This is an optimization exercise on Yosys and OpenROAD, whose aim is small area and few clock cycles per item, not a production implementation.
In this exercise RTL edits were held to simulation tests only and were not proved equivalent to the original.

run 1:
// hsl_neighbor_edge_map
module hsl_neighbor_edge_map (
  input  logic          clk_i,
  input  logic          rst_ni,
  input  logic          pix_valid_i,
  output logic          pix_ready_o,
  input  logic [7:0]    pix_hue_i,
  input  logic [7:0]    pix_sat_i,
  input  logic [7:0]    pix_light_i,
  input  logic          pix_frame_end_i,
  input  logic          cfg_valid_i,
  output logic          cfg_ready_o,
  input  logic [2:0]    cfg_index_i,
  input  logic [17:0]   cfg_data_i,
  output logic          res_valid_o,
  input  logic          res_ready_i,
  output logic          res_edge_o,
  output logic [4:0]    res_col_o,
  output logic [9:0]    res_row_o,
  output logic          res_run_last_o,
  output logic          res_frame_done_o
);
Size in the first run: about 4800 cells after synthesis, ~72 I/O pins, roughly 0.067 mm^2 of cells after synthesis.
clock: 12.0 ns
lec_check: 0
cap_margin: 20
cell_pad_in_sites_detail_placement: 1
cell_pad_in_sites_global_placement: 2
core_margin: 2
core_utilization: 30
cts_cluster_diameter: 150
cts_cluster_size: 24
place_density: 0.45
slew_margin: 20
standard.sh (not shown) runs the stock make flow with config.mk's settings and CLKGATE_MAP_FILE= SYNTH_SCRIPT=/design/flow/synth_recipe.tcl, a recipe that flattens the netlist after the stock synthesis.
==> flow/flow/run.sh <==
#!/bin/bash
# Layout flow: the standard flow, except that the carry-save core of each neighbour-pair
# compare (module hnem_csa) is laid down as the cell netlist that flow/gen_csa.py writes
# (and-or-invert partial products and full adders) instead of being left to Yosys and ABC.
#
#  1. gen_csa.py writes hnem_csa as sky130 cells; ABC proves it equal to the design's own
#     hnem_csa (the miter of the two, written by Yosys as an AIG).
#  3. The standard synthesis runs again with hnem_csa as a black box, so every other part of
#     the design, registers included, is synthesized the way the standard flow does it.
#  4. Yosys puts the cell netlist in place of each black box and flattens it into the top.
#  5. regs.py gives each register the instance name it has in the reference (Yosys leaves a
#     few registers with numbered names) and checks that the registers, names and cell types,
#     are exactly the reference's.
set -euo pipefail

W=$PWD
RES=$W/orfs/results/$FLOW_PLATFORM/hsl_neighbor_edge_map/base
LIB=$FLOW_HOME/platforms/$FLOW_PLATFORM/lib/sky130_fd_sc_hd__tt_025C_1v80.lib

python3 flow/gen_csa.py cells > hnem_csa_cells.v 2> gen_csa.log

# Equivalence of the cell netlist with the design's hnem_csa: Yosys writes their miter as an
# AIG, and ABC proves its output never 1 (iprove: UNSATISFIABLE).
cat > csa_miter.ys <<EOF
read_liberty -ignore_miss_func $LIB
read_verilog hnem_csa_cells.v
rename hnem_csa gate
read_verilog -sv $FLOW_DESIGN
rename hnem_csa gold
miter -equiv -flatten gold gate miter
hierarchy -top miter
flatten
techmap
opt_clean
aigmap
write_aiger -zinit csa_miter.aig
EOF
ABC=$(command -v yosys-abc || echo "$(dirname "$(command -v yosys)")/yosys-abc")
csa_equal() {
  yosys -l csa_miter.log -s csa_miter.ys > /dev/null 2>&1 &&
  "$ABC" -c "read csa_miter.aig; strash; iprove" > csa_iprove.log 2>&1 &&
  grep -q "^UNSATISFIABLE" csa_iprove.log
}

cat > csa_insert.ys <<EOF
read_liberty -lib $LIB
read_verilog hnem_csa_cells.v
read_verilog 1_2_yosys_blackbox.v
hierarchy -check -top $FLOW_TOP
flatten
opt_clean -purge
check -assert
stat -liberty $LIB
write_verilog -noattr -nohex -nodec 1_2_yosys_cells.v
EOF

bash standard.sh "$RES/1_2_yosys.v" > synth_ref.log 2>&1
cp "$RES/1_2_yosys.v" 1_2_yosys_ref.v
mv orfs orfs_ref

ok=0
if csa_equal; then
  if bash standard.sh SYNTH_BLACKBOXES=hnem_csa "$RES/1_2_yosys.v" > synth.log 2>&1; then
    cp "$RES/1_2_yosys.v" 1_2_yosys_blackbox.v
    if yosys -l csa_insert.log -s csa_insert.ys > csa_insert.out 2>&1 &&
       python3 flow/regs.py 1_2_yosys_ref.v 1_2_yosys_cells.v 1_2_yosys_final.v > regs.log 2>&1; then
      ok=1
    fi
  fi
fi

if [[ $ok == 1 ]]; then
  cp 1_2_yosys_final.v "$RES/1_2_yosys.v"
else
  echo "cell netlist not used: laying out the standard synthesis" > fallback.log
  rm -rf orfs
  cp -a orfs_ref orfs
fi
touch "$RES/1_2_yosys.v"
bash standard.sh "${1:-finish}" > layout.log 2>&1
Other scripts of this flow, unchanged in this note and not shown: flow/flow/csa_equiv.out, flow/flow/csa_gate.ys, flow/flow/gen_csa.py, flow/flow/regs.py
Testbench counts of run 1, summed over its fixed seeds: cycles 8,472, items 8,192.
What run 2 does differently from run 1 at the input level:
Settings: GPL_TIMING_DRIVEN: unset -> 0; CTS_CLUSTER_SIZE: 24 -> 20.
Findings:
- Run 1 | status: complete | timing, DRC, antenna: pass
- Run 2 finished all stages; the layout is clean.
- Between run 1 and run 2, the difference in global-route usage is negligible.
- Worst hold slack (lower): run 2
- Diff run 2..run 1 | number of max-slew violations in the final report | unchanged
- In the reports for run 1 and run 2, the smaller routability congestion estimate from global placement belongs to run 2.
- Diff run 2..run 1 | final sequential cell count | unchanged
- Post-route fraction of the period consumed by the critical path was lower in the run labelled run 1.
### run 2 -> run 3
Settings: CTS_CLUSTER_SIZE: 20 -> unset; CTS_CLUSTER_DIAMETER: 150 -> unset; GPL_TIMING_DRIVEN: 0 -> unset.
==> results.txt <==
[compare] base=run 2 new=run 3: maximum cell stage delay along the critical path moved down; layout-stage area growth over the synthesis result moved up; routed length on met2 moved up; time the worst path needs with I/O delays and setup moved down. For the wire length on met1, run 3 came in about 0.6% lower than run 2 did. The higher total wire length after detailed routing came out of run 3. Run 3 vs. run 2: sequential share of layout area went down 0.39 points; maximum clock frequency now sits higher.

[port drivers added, routing unchanged]
In the flow no input, the clock included, has a driving cell. The finished layouts below were timed again as built, in two steps.
Step 1 assumes that a clkbuf_16 drives the clock port and a buf_2 every other input.
Step 2, shift: input delay + t, output delay - t, t = (earliest + latest rising clock arrival at the registers) / 2. This alone moves slack from input paths to output paths.
Slacks: ideal / step 1 / step 2; pairs: ideal / step 1.
run	t (ns)	setup WS [ns]	worst hold slack (ns)	latest minus earliest clock arrival (ns)	pins driven straight from the clock port
run 1	0.803	1.041 / 1.041 / 1.041	0.409 / 0.409 / 0.409	0.080 / 0.080	1
run 2	0.807	0.390 / 0.390 / 0.390	0.395 / 0.395 / 0.395	0.080 / 0.080	1
run 3	0.841	1.022 / 1.022 / 1.022	0.329 / 0.329 / 0.329	0.108 / 0.108	1
After both steps every run listed still meets setup and hold.
